What follows belongs to an exercise in optimizing a design on an open flow for small area; a production flow would make more cautious choices.
The RTL was checked by simulation tests, not by an equivalence proof against the original design.
Power and IR drop assume default switching activity.

==> flow/design.v <==
package regfile_pkg;
  localparam int DATA_W_DEF = 32;
  localparam int DEPTH_DEF  = 32;
  localparam int NUM_RD_DEF = 2;
  localparam int NUM_WR_DEF = 2;
  function automatic logic addr_valid(input int unsigned addr, input int unsigned depth,
                                      input logic zero_reg);
    addr_valid = (addr < depth) && !(zero_reg && (addr == 0));
  endfunction
endpackage
module regfile_fwd
#(
  parameter int DEPTH    = regfile_pkg::DEPTH_DEF,
  parameter int ADDR_W   = 5,
  parameter int ZERO_REG = 1,
  parameter int ZOFF     = (ZERO_REG != 0) ? 1 : 0,
  parameter int NTERM    = 1 + DEPTH - ZOFF
) (
  input  logic [ADDR_W-1:0] i_rd_addr,
  input  logic              i_rd_en,
  input  logic [DEPTH-1:0]  i_valid,
  input  logic [DEPTH-1:0]  i_we,
  output logic [NTERM-1:0]  o_sel
);
  always_comb begin
    o_sel    = '0;
    o_sel[0] = !i_rd_en;
    for (int k = ZOFF; k < DEPTH; k++) begin
      o_sel[1 + k - ZOFF] = i_rd_en && (i_valid[k] || i_we[k]) &&
                            (i_rd_addr == ADDR_W'(k));
    end
  end
endmodule
module regfile_rdbit
#(
  parameter int NTERM = 32
) (
  input  logic [NTERM-1:0] i_sel,
  input  logic [NTERM-1:0] i_dat,
  output logic             o_bit
);
  localparam int NG2  = NTERM / 2;
  localparam int NGRP = NG2 + NTERM % 2;
  logic [NGRP-1:0] w_n;
  for (genvar g = 0; g < NG2; g++) begin : g_aoi
    regfile_aoi22 u_aoi (
      .i_a0(i_sel[2*g]),
      .i_b0(i_dat[2*g]),
      .i_a1(i_sel[2*g + 1]),
      .i_b1(i_dat[2*g + 1]),
      .o_n (w_n[g])
    );
  end
  if (NTERM % 2 != 0) begin : g_rem
    regfile_nand2 u_nand (
      .i_a(i_sel[NTERM - 1]),
      .i_b(i_dat[NTERM - 1]),
      .o_n(w_n[NG2])
    );
  end
  assign o_bit = !(&w_n);
endmodule
module regfile_aoi22 (
  input  logic i_a0,
  input  logic i_b0,
  input  logic i_a1,
  input  logic i_b1,
  output logic o_n
);
  assign o_n = !((i_a0 & i_b0) | (i_a1 & i_b1));
endmodule
module regfile_nand2 (
  input  logic i_a,
  input  logic i_b,
  output logic o_n
);
  assign o_n = !(i_a & i_b);
endmodule
module regfile_cell (
  input  logic clk,
  input  logic i_sel1,
  input  logic i_sel0,
  input  logic i_hold,
  input  logic i_d1,
  input  logic i_d0,
  output logic o_next
);
  logic r_q;
  logic w_wr_n;
  logic w_hold_n;
  logic w_next;
  regfile_aoi22 u_wr (
    .i_a0(i_sel1),
    .i_b0(i_d1),
    .i_a1(i_sel0),
    .i_b1(i_d0),
    .o_n (w_wr_n)
  );
  regfile_nand2 u_hold (
    .i_a(i_hold),
    .i_b(r_q),
    .o_n(w_hold_n)
  );
  regfile_nand2 u_next (
    .i_a(w_wr_n),
    .i_b(w_hold_n),
    .o_n(w_next)
  );
  always_ff @(posedge clk) begin
    r_q <= w_next;
  end
  assign o_next = w_next;
endmodule
module regfile_mp
#(
  parameter int DATA_W   = regfile_pkg::DATA_W_DEF,
  parameter int DEPTH    = regfile_pkg::DEPTH_DEF,
  parameter int ADDR_W   = (DEPTH > 1) ? $clog2(DEPTH) : 1,
  parameter int NUM_RD   = regfile_pkg::NUM_RD_DEF,
  parameter int NUM_WR   = regfile_pkg::NUM_WR_DEF,
  parameter int ZERO_REG = 1
) (
  input  logic                     clk,
  input  logic                     reset,
  input  logic [NUM_WR-1:0]        reg_write,
  input  logic [NUM_WR*ADDR_W-1:0] w_addr,
  input  logic [NUM_WR*DATA_W-1:0] w_data,
  input  logic [NUM_RD-1:0]        r_en,
  input  logic [NUM_RD*ADDR_W-1:0] r_addr,
  output logic [NUM_RD*DATA_W-1:0] r_data
);
  localparam int ZOFF  = (ZERO_REG != 0) ? 1 : 0;
  localparam int NTERM = 1 + DEPTH - ZOFF;
  logic [DEPTH-1:0]  w_sel1, w_sel0, w_hold, w_we;
  logic [DEPTH-1:0]  r_valid;
  logic [DATA_W-1:0] w_next [DEPTH];
  always_comb begin
    for (int unsigned k = 0; k < DEPTH; k++) begin
      w_sel1[k] = reg_write[1] &&
                  regfile_pkg::addr_valid(k, DEPTH, ZERO_REG != 0) &&
                  (w_addr[ADDR_W +: ADDR_W] == ADDR_W'(k));
      w_sel0[k] = reg_write[0] && !w_sel1[k] &&
                  regfile_pkg::addr_valid(k, DEPTH, ZERO_REG != 0) &&
                  (w_addr[0 +: ADDR_W] == ADDR_W'(k));
      w_we[k]   = w_sel1[k] || w_sel0[k];
      w_hold[k] = !w_we[k];
    end
  end
  for (genvar k = 0; k < DEPTH; k++) begin : g_reg
    if (ZERO_REG != 0 && k == 0) begin : g_zero
      assign r_valid[k] = 1'b0;
      assign w_next[k]  = '0;
    end else begin : g_store
      logic r_v;
      always_ff @(posedge clk or posedge reset) begin
        if (reset) begin
          r_v <= 1'b0;
        end else if (w_we[k]) begin
          r_v <= 1'b1;
        end
      end
      assign r_valid[k] = r_v;
      for (genvar b = 0; b < DATA_W; b++) begin : g_bit
        regfile_cell u_cell (
          .clk   (clk),
          .i_sel1(w_sel1[k]),
          .i_sel0(w_sel0[k]),
          .i_hold(w_hold[k]),
          .i_d1  (w_data[DATA_W + b]),
          .i_d0  (w_data[b]),
          .o_next(w_next[k][b])
        );
      end
    end
  end
  for (genvar gi = 0; gi < NUM_RD; gi++) begin : g_rd
    logic [NTERM-1:0]  w_sel;
    logic [DATA_W-1:0] w_rd_next;
    logic [DATA_W-1:0] r_rd;
    regfile_fwd #(
      .DEPTH   (DEPTH),
      .ADDR_W  (ADDR_W),
      .ZERO_REG(ZERO_REG),
      .ZOFF    (ZOFF),
      .NTERM   (NTERM)
    ) u_fwd (
      .i_rd_addr(r_addr[gi*ADDR_W +: ADDR_W]),
      .i_rd_en  (r_en[gi]),
      .i_valid  (r_valid),
      .i_we     (w_we),
      .o_sel    (w_sel)
    );
    for (genvar b = 0; b < DATA_W; b++) begin : g_bit
      logic [NTERM-1:0] w_dat;
      assign w_dat[0] = r_rd[b];
      for (genvar k = ZOFF; k < DEPTH; k++) begin : g_md
        assign w_dat[1 + k - ZOFF] = w_next[k][b];
      end
      regfile_rdbit #(.NTERM(NTERM)) u_rdbit (
        .i_sel(w_sel),
        .i_dat(w_dat),
        .o_bit(w_rd_next[b])
      );
    end
    always_ff @(posedge clk or posedge reset) begin
      if (reset) begin
        r_rd <= '0;
      end else begin
        r_rd <= w_rd_next;
      end
    end
    assign r_data[gi*DATA_W +: DATA_W] = r_rd;
  end
endmodule
==> flow/config.mk <==
export PLATFORM = sky130hd
export DESIGN_NAME = regfile_mp
export DESIGN_NICKNAME = regfile_mp
export VERILOG_FILES = /design/flow/design.v
export SDC_FILE = /design/flow/constraint.sdc
export NUM_CORES = 4
export LEC_CHECK = 0
export CAP_MARGIN = 20
export CORE_MARGIN = 2
export CORE_UTILIZATION = 45
export PLACE_DENSITY = 0.6
export SLEW_MARGIN = 20
export SYNTH_HIERARCHICAL = 1
==> flow/constraint.sdc <==
create_clock -name core_clock -period 4.5 [get_ports {clk}]
set_input_delay 0.9000 -clock core_clock [delete_from_list [all_inputs] [get_ports {clk}]]
set_output_delay 0.9000 -clock core_clock [all_outputs]
set_load 0.01 [all_outputs]
standard.sh (not shown) runs the stock make flow with config.mk's settings and CLKGATE_MAP_FILE= SYNTH_SCRIPT=/design/flow/synth_recipe.tcl, a recipe that flattens the netlist after the stock synthesis.
==> flow/flow/run.sh <==
#!/bin/bash
set -euo pipefail
HERE=$(cd "$(dirname "$0")" && pwd)
export BUFFER_PORTS_ARGS="-buffer_cell sky130_fd_sc_hd__buf_1"
export CTS_ARGS="-sink_clustering_enable -repair_clock_nets -dont_use_dummy_load -buf_list sky130_fd_sc_hd__clkbuf_8 -sink_clustering_size 15 -sink_clustering_max_diameter 60"
export POST_FLOORPLAN_TCL="$HERE/downsize.tcl"
export RECOVER_POWER=100
bash standard.sh > standard.log 2>&1
==> flow/flow/downsize.tcl <==
# Post-floorplan hook: put every combinational cell at the smallest drive
# strength of its function (synthesis sizes cells for its own load model);
# the placement, CTS and routing repairs resize again where timing, slew or
# capacitance need it. Flip-flops and tie cells are left as they are.
set db [ord::get_db]
set block [ord::get_db_block]
set n 0
foreach inst [$block getInsts] {
  set master [$inst getMaster]
  set name [$master getName]
  if {![regexp {^(sky130_fd_sc_hd__[a-z0-9]+)_([0-9]+)$} $name -> base size]} { continue }
  if {[regexp {__(df|edf|sdf|dl|conb|tap|fill|decap|clk)} $name]} { continue }
  set best ""
  set best_area 0
  foreach s {0 1 2 4} {
    set cand [$db findMaster ${base}_$s]
    if {$cand eq "NULL"} { continue }
    if {[llength [get_lib_cells -quiet ${base}_$s]] == 0} { continue }
    set lc [get_lib_cells ${base}_$s]
    if {[get_property $lc dont_use]} { continue }
    set a [expr {[$cand getWidth] * [$cand getHeight]}]
    if {$best eq "" || $a < $best_area} { set best ${base}_$s; set best_area $a }
  }
  if {$best ne "" && $best ne $name} {
    replace_cell [$inst getName] $best
    incr n
  }
}
puts "downsize.tcl: resized $n instances"
The first run finished but fails on capacitance limit, slew limit.
Rerun with:
--- a/flow/flow/run.sh
+++ b/flow/flow/run.sh
@@ -5,4 +5,3 @@
 export CTS_ARGS="-sink_clustering_enable -repair_clock_nets -dont_use_dummy_load -buf_list sky130_fd_sc_hd__clkbuf_8 -sink_clustering_size 15 -sink_clustering_max_diameter 60"
 export POST_FLOORPLAN_TCL="$HERE/downsize.tcl"
-export RECOVER_POWER=100
 bash standard.sh > standard.log 2>&1
=> With this change the flow went through all stages and came out clean. Maximum frequency grows by about a fifth. Clock power is about the same. Sequential cell count is unchanged. Routed wire length is about the same. Synthesized area does not change. Worst hold slack degrades by 0.23 ns. Worst setup slack improves by 0.57 ns. Via count stays flat. Cell area grows slightly.

what the ideal ports hide:
The flow's constraints put no driver on any port. The routed layouts listed below were extracted and timed again, unchanged, in two steps. Step 1 (the two cells are an assumption about what drives the block):
set clk [get_ports {clk}]
set_driving_cell -lib_cell sky130_fd_sc_hd__clkbuf_16 $clk
set_driving_cell -lib_cell sky130_fd_sc_hd__buf_2 [delete_from_list [all_inputs] $clk]
Step 2, shift: input delay + t, output delay - t, t = (earliest + latest rising clock arrival at the registers) / 2. This alone moves slack from input paths to output paths. Three values: ideal, step 1, step 2; two values: the first two.
run	t, ns	setup WS [ns]	hold WS [ns]	worst setup path after step 2
the first run	0.935	0.317 / 0.261 / -0.674	0.463 / 0.463 / 0.463	input to register
the second run	0.932	0.884 / 0.939 / 0.007	0.233 / 0.176 / 0.464	input to register
The setup slack of the first run, which loses most, moves by -0.056 ns with the drivers and by -0.991 ns with both steps.
